Background: an optimization exercise with open tools, aiming at small area, a short achievable clock period and few clock cycles. Do not read the settings as production practice.
The RTL was checked by simulation tests, not by an equivalence proof against the original design.
Power figures rest on the tool's default switching activity, not on a simulated workload.

==> 04-18 <==
==> flow/design.v (excerpt) <==
module square_matrix_rotate_clockwise (
	input  logic               clk,
	input  logic               arst_n,
	input  logic               start,
	output logic               busy,
	input  logic [1:0]         op,
	input  logic signed [31:0] elem_in,
	output logic               done,
	output logic signed [31:0] elem_out,
	output logic               last_elem,
	output logic               status,
	input  logic               cfg_valid,
	output logic               cfg_ready,
	input  logic               cfg_index,
	input  logic [4:0]         cfg_data
);
	localparam logic [1:0] OP_LOAD   = 2'd0;
	localparam logic [1:0] OP_ROTATE = 2'd1;
	localparam logic [1:0] OP_READ   = 2'd2;
	localparam logic [1:0] MS_IDLE  = 2'd0;
	localparam logic [1:0] MS_MOVE  = 2'd1;
	localparam logic [1:0] MS_LAST1 = 2'd2;
	localparam logic [1:0] MS_LAST2 = 2'd3;
	function automatic logic [5:0] xform(input logic [1:0] k, input logic [2:0] mm1,
		input logic [2:0] r, input logic [2:0] c);
		logic [2:0] pr, pc;
		pr = r;
		pc = c;
		if ((r <= mm1) && (c <= mm1)) begin
			case (k)
				2'd1: begin pr = mm1 - c; pc = r; end
				2'd2: begin pr = mm1 - r; pc = mm1 - c; end
				2'd3: begin pr = c; pc = mm1 - r; end
				default: begin pr = r; pc = c; end
			endcase
		end
		xform = {pr, pc};
	endfunction
	function automatic logic [2:0] clamp_m1(input logic [4:0] v);
		if (v == 5'd0) begin
			clamp_m1 = 3'd0;
		end else if (v > 5'd8) begin
			clamp_m1 = 3'd7;
		end else begin
			clamp_m1 = 3'(v - 5'd1);
		end
	endfunction
	logic [31:0] store_mem [64];
	logic        busy_q;
	logic [2:0] cols_m1, rows_m1;
	logic [3:0] lr, rr;
	logic [2:0] lc, rc;
	logic [5:0] llin, rlin;
	logic [1:0] fk;
	logic [2:0] fmm1;
	logic        s2_load, s2_read, s2_rot;
	logic [2:0]  s2_r, s2_c;
	logic [1:0]  s2_k;
	logic [2:0]  s2_mm1;
  ...
export LEC_CHECK = 0
export CAP_MARGIN = 20
export CORE_MARGIN = 2
export CORE_UTILIZATION = 40
export SETUP_SLACK_MARGIN = 5.0
export SLEW_MARGIN = 20
create_clock -name core_clock -period 8.0 [get_ports {clk}]
run.sh (not shown) runs the stock make flow with config.mk's settings and CLKGATE_MAP_FILE= SYNTH_SCRIPT=/design/flow/synth_recipe.tcl, a recipe that flattens the netlist after the stock synthesis.
==> inputs of 10-15, as changes to 04-18 <==
--- a/flow/design.v
+++ b/flow/design.v
@@ -83,16 +83,18 @@
 	assign busy      = busy_q;
 	assign cfg_ready = !busy_q;
 	assign done      = done_q;
 	assign elem_out  = elem_out_q;
 	assign last_elem = last_q;
 	assign status    = status_q;
 	logic acc, cfg_acc;
-	assign acc     = start && !busy_q;
-	assign cfg_acc = cfg_valid && !busy_q;
+	logic pred_q, busy_int;
+	assign busy_int = (mstate == MS_MOVE) || (mstate == MS_LAST1) || fix_q || pred_q;
+	assign acc      = start && !busy_int;
+	assign cfg_acc  = cfg_valid && !busy_int;
 	logic        pend_v;
 	logic [1:0]  pend_op;
 	logic [31:0] pend_elem;
 	logic is_load, is_read, is_rot;
 	assign is_load = pend_v && (pend_op == OP_LOAD);
 	assign is_read = pend_v && (pend_op == OP_READ);
 	assign is_rot  = pend_v && (pend_op == OP_ROTATE);
@@ -141,14 +143,17 @@
 	assign square   = (cols_m1 == rows_m1);
 	assign rot_turn = square && (cols_m1 != 3'd0);
 	assign rot_move = rot_turn && (fk != 2'd0) && (fmm1 != cols_m1);
 	logic fl_step, fr_step, fix_end, fix_go;
 	logic [5:0] llin_n, rlin_n;
 	assign llin_n = pend_v ? (is_load ? allin : ellin) : llin;
 	assign rlin_n = pend_v ? (is_read ? arlin : erlin) : rlin;
+	logic lnz_n, rnz_n;
+	assign lnz_n = is_load ? !llast : !((pend_v && lwrap) || (llin == 6'd0));
+	assign rnz_n = is_read ? !rlast_pos : !((pend_v && rwrap) || (rlin == 6'd0));
 	logic [1:0] fk_n;
 	logic [2:0] fmm1_n;
 	always_comb begin
 		fk_n   = fk;
 		fmm1_n = fmm1;
 		if (is_rot && rot_turn) begin
 			if ((fk == 2'd0) || rot_move) begin
@@ -156,19 +161,19 @@
 				fmm1_n = cols_m1;
 			end else begin
 				fk_n = fk + 2'd1;
 			end
 		end
 	end
 	logic rot_move_next;
-	assign rot_move_next = rot_turn && (fk_n != 2'd0) && (fmm1_n != cols_m1);
+	assign rot_move_next = !is_rot && rot_move;
 	assign fl_step = (frem_l > {3'd0, cols_m1}) && (frow_l != 4'd8);
 	assign fr_step = (frem_r > {3'd0, cols_m1}) && (frow_r != 4'd8);
 	assign fix_end = fix_q && !fl_step && !fr_step;
-	assign fix_go  = cfg_acc && (cfg_index == 1'b0) && ((llin_n != 6'd0) || (rlin_n != 6'd0));
+	assign fix_go  = cfg_acc && (cfg_index == 1'b0) && (lnz_n || rnz_n);
 	logic [2:0] ma, mb, map, mbp;
 	logic [1:0] ms;
 	logic [5:0] maddr;
 	logic       mfirst, mlast, orbit_end, ring_end, move_end;
 	logic [2:0] span_m1;
 	assign ma  = {1'b0, mi};
 	assign mb  = {1'b0, mi} + mj;
@@ -201,16 +206,17 @@
 			MS_MOVE:  if (move_end) mstate_d = MS_LAST1;
 			MS_LAST1: mstate_d = MS_LAST2;
 			default:  mstate_d = MS_IDLE;
 		endcase
 	end
 	logic busy_d, fix_d;
 	assign fix_d  = fix_go || (fix_q && !fix_end);
-	assign busy_d = (mstate_d == MS_MOVE) || (mstate_d == MS_LAST1) || fix_d ||
-		(acc && (op == OP_ROTATE) && rot_move_next);
+	logic pred_d;
+	assign pred_d = acc && (op == OP_ROTATE) && rot_move_next;
+	assign busy_d = (mstate_d == MS_MOVE) || (mstate_d == MS_LAST1) || fix_d || pred_d;
 	logic [5:0] s2_addr;
 	assign s2_addr = xform(s2_k, s2_mm1, s2_r, s2_c);
 	logic [31:0] rdata;
 	always_comb begin
 		rdata = 32'd0;
 		for (int i = 0; i < 64; i++) begin
 			rdata = rdata | (store_mem[i] & {32{rrow_q[i / 8] && rcol_q[i % 8]}});
@@ -294,14 +300,15 @@
 				frow_r <= frow_r + 4'd1;
 			end
 		end
 	end
 	always_ff @(posedge clk or negedge arst_n) begin
 		if (!arst_n) begin
 			busy_q      <= 1'b0;
+			pred_q      <= 1'b0;
 			pend_v      <= 1'b0;
 			cols_m1     <= 3'd7;
 			rows_m1     <= 3'd7;
 			lr          <= 4'd0;
 			lc          <= 3'd0;
 			llin        <= 6'd0;
 			rr          <= 4'd0;
@@ -322,14 +329,15 @@
 			mw_q        <= 1'b0;
 			fix_q       <= 1'b0;
 			done_q      <= 1'b0;
 			last_q      <= 1'b0;
 			status_q    <= 1'b0;
 		end else begin
 			busy_q      <= busy_d;
+			pred_q      <= pred_d;
 			pend_v      <= acc;
 			if (cfg_acc) begin
 				if (cfg_index == 1'b0) begin
 					cols_m1 <= clamp_m1(cfg_data);
 				end else begin
 					rows_m1 <= clamp_m1(cfg_data);
 				end
==> flow/config.mk (replaced) <==
export PLATFORM = sky130hd
export DESIGN_NAME = square_matrix_rotate_clockwise
export DESIGN_NICKNAME = square_matrix_rotate_clockwise
export VERILOG_FILES = /design/flow/design.v
export SDC_FILE = /design/flow/constraint.sdc
export NUM_CORES = 4
export LEC_CHECK = 0
export CAP_MARGIN = 20
export CORE_MARGIN = 2
export CORE_UTILIZATION = 50
export CTS_CLUSTER_DIAMETER = 100
export CTS_CLUSTER_SIZE = 24
export SETUP_SLACK_MARGIN = 5.0
export SLEW_MARGIN = 20
==> comparison table <==
                                                                                         10-15                    04-18
Setup WS pre-CTS                                                                       4.29 ns                  4.30 ns
Final Total Pwr                                                                        29.1 mW                  31.3 mW
Clock slew seen by the registers of the worst setup and hold paths                     0.10 ns                  0.06 ns
Vias in the first global route                                                           52100                    51000
Deepest level of the CTS H-tree                                                              3                        4
Area of the mapped netlist                                                           86900 um2                85700 um2
Nature of the critical path endpoint                                                      flop              output port
Detailed-route via count                                                                 55900                    55800
Instance count of the mapped netlist                                                      5130                     4876
Total clock buffers created by CTS                                                         109                      218
Detailed-routed wire length on met2                                                     146 mm                   148 mm
Routability congestion estimate from global placement                                    0.848                    0.851
Fraction of area in registers                                                            72.2%                    69.7%
Sequential share of power                                                                52.6%                    49.0%
Dpl cells                                                                                 7404                     7649
Synth Net Count                                                                           5230                     4972
Clock latency (worst-skew pair)                                                        0.82 ns                  0.90 ns
Result of the run                                                      complete, no violations  complete, no violations
Area fraction in compound gates after synthesis                                          13.2%                    11.8%
Relative contribution of combinational cells to total power                              24.9%                    17.6%
Highest attainable clock frequency                                                   0.319 GHz                0.320 GHz
Parity-gate share of the synthesized area counting xor and xnor cells                   0.494%                   0.389%
Number of antenna violations at the first check in global routing                           10                        9
Post-route standard cell area excluding fillers                                      95500 um2                98700 um2
Post-synthesis cell type count                                                              91                       75
Cell Int Power                                                                         19.3 mW                  22.3 mW
Testbench counts of 04-18, summed over its fixed seeds: cycles 7,449.
Testbench counts of 10-15, summed over its fixed seeds: cycles 7,449.

-- separate check: timing with driven ports --
Ports are ideal in the flow. The routed layouts listed here were re-timed in OpenROAD. Step 1 sets driving cells, clkbuf_16 on the clock port and buf_2 on the other inputs (assumed; they add their load-dependent delay and slew). Step 2 also shifts input and output timing later by t, the mid clock arrival at the registers, as if the neighbouring blocks saw the same clock. Three values: ideal ports, drivers, drivers and shift; two values: the first two.
| run | shift t [ns] | slack for setup (ns) | hold slack, ns | worst data-port slew with drivers (ns) |
|---|---|---|---|---|
| 04-18 | 0.945 | 4.876 / 4.792 / 4.620 | 0.323 / 0.323 / 0.323 | 0.11 |
| 10-15 | 0.875 | 4.864 / 4.864 / 4.402 | 0.309 / 0.309 / 0.309 | 0.05 |
After both steps setup and hold are still met in every run listed. The setup slack of 10-15, which loses most, moves by 0.000 ns with the drivers and by -0.462 ns with both steps.
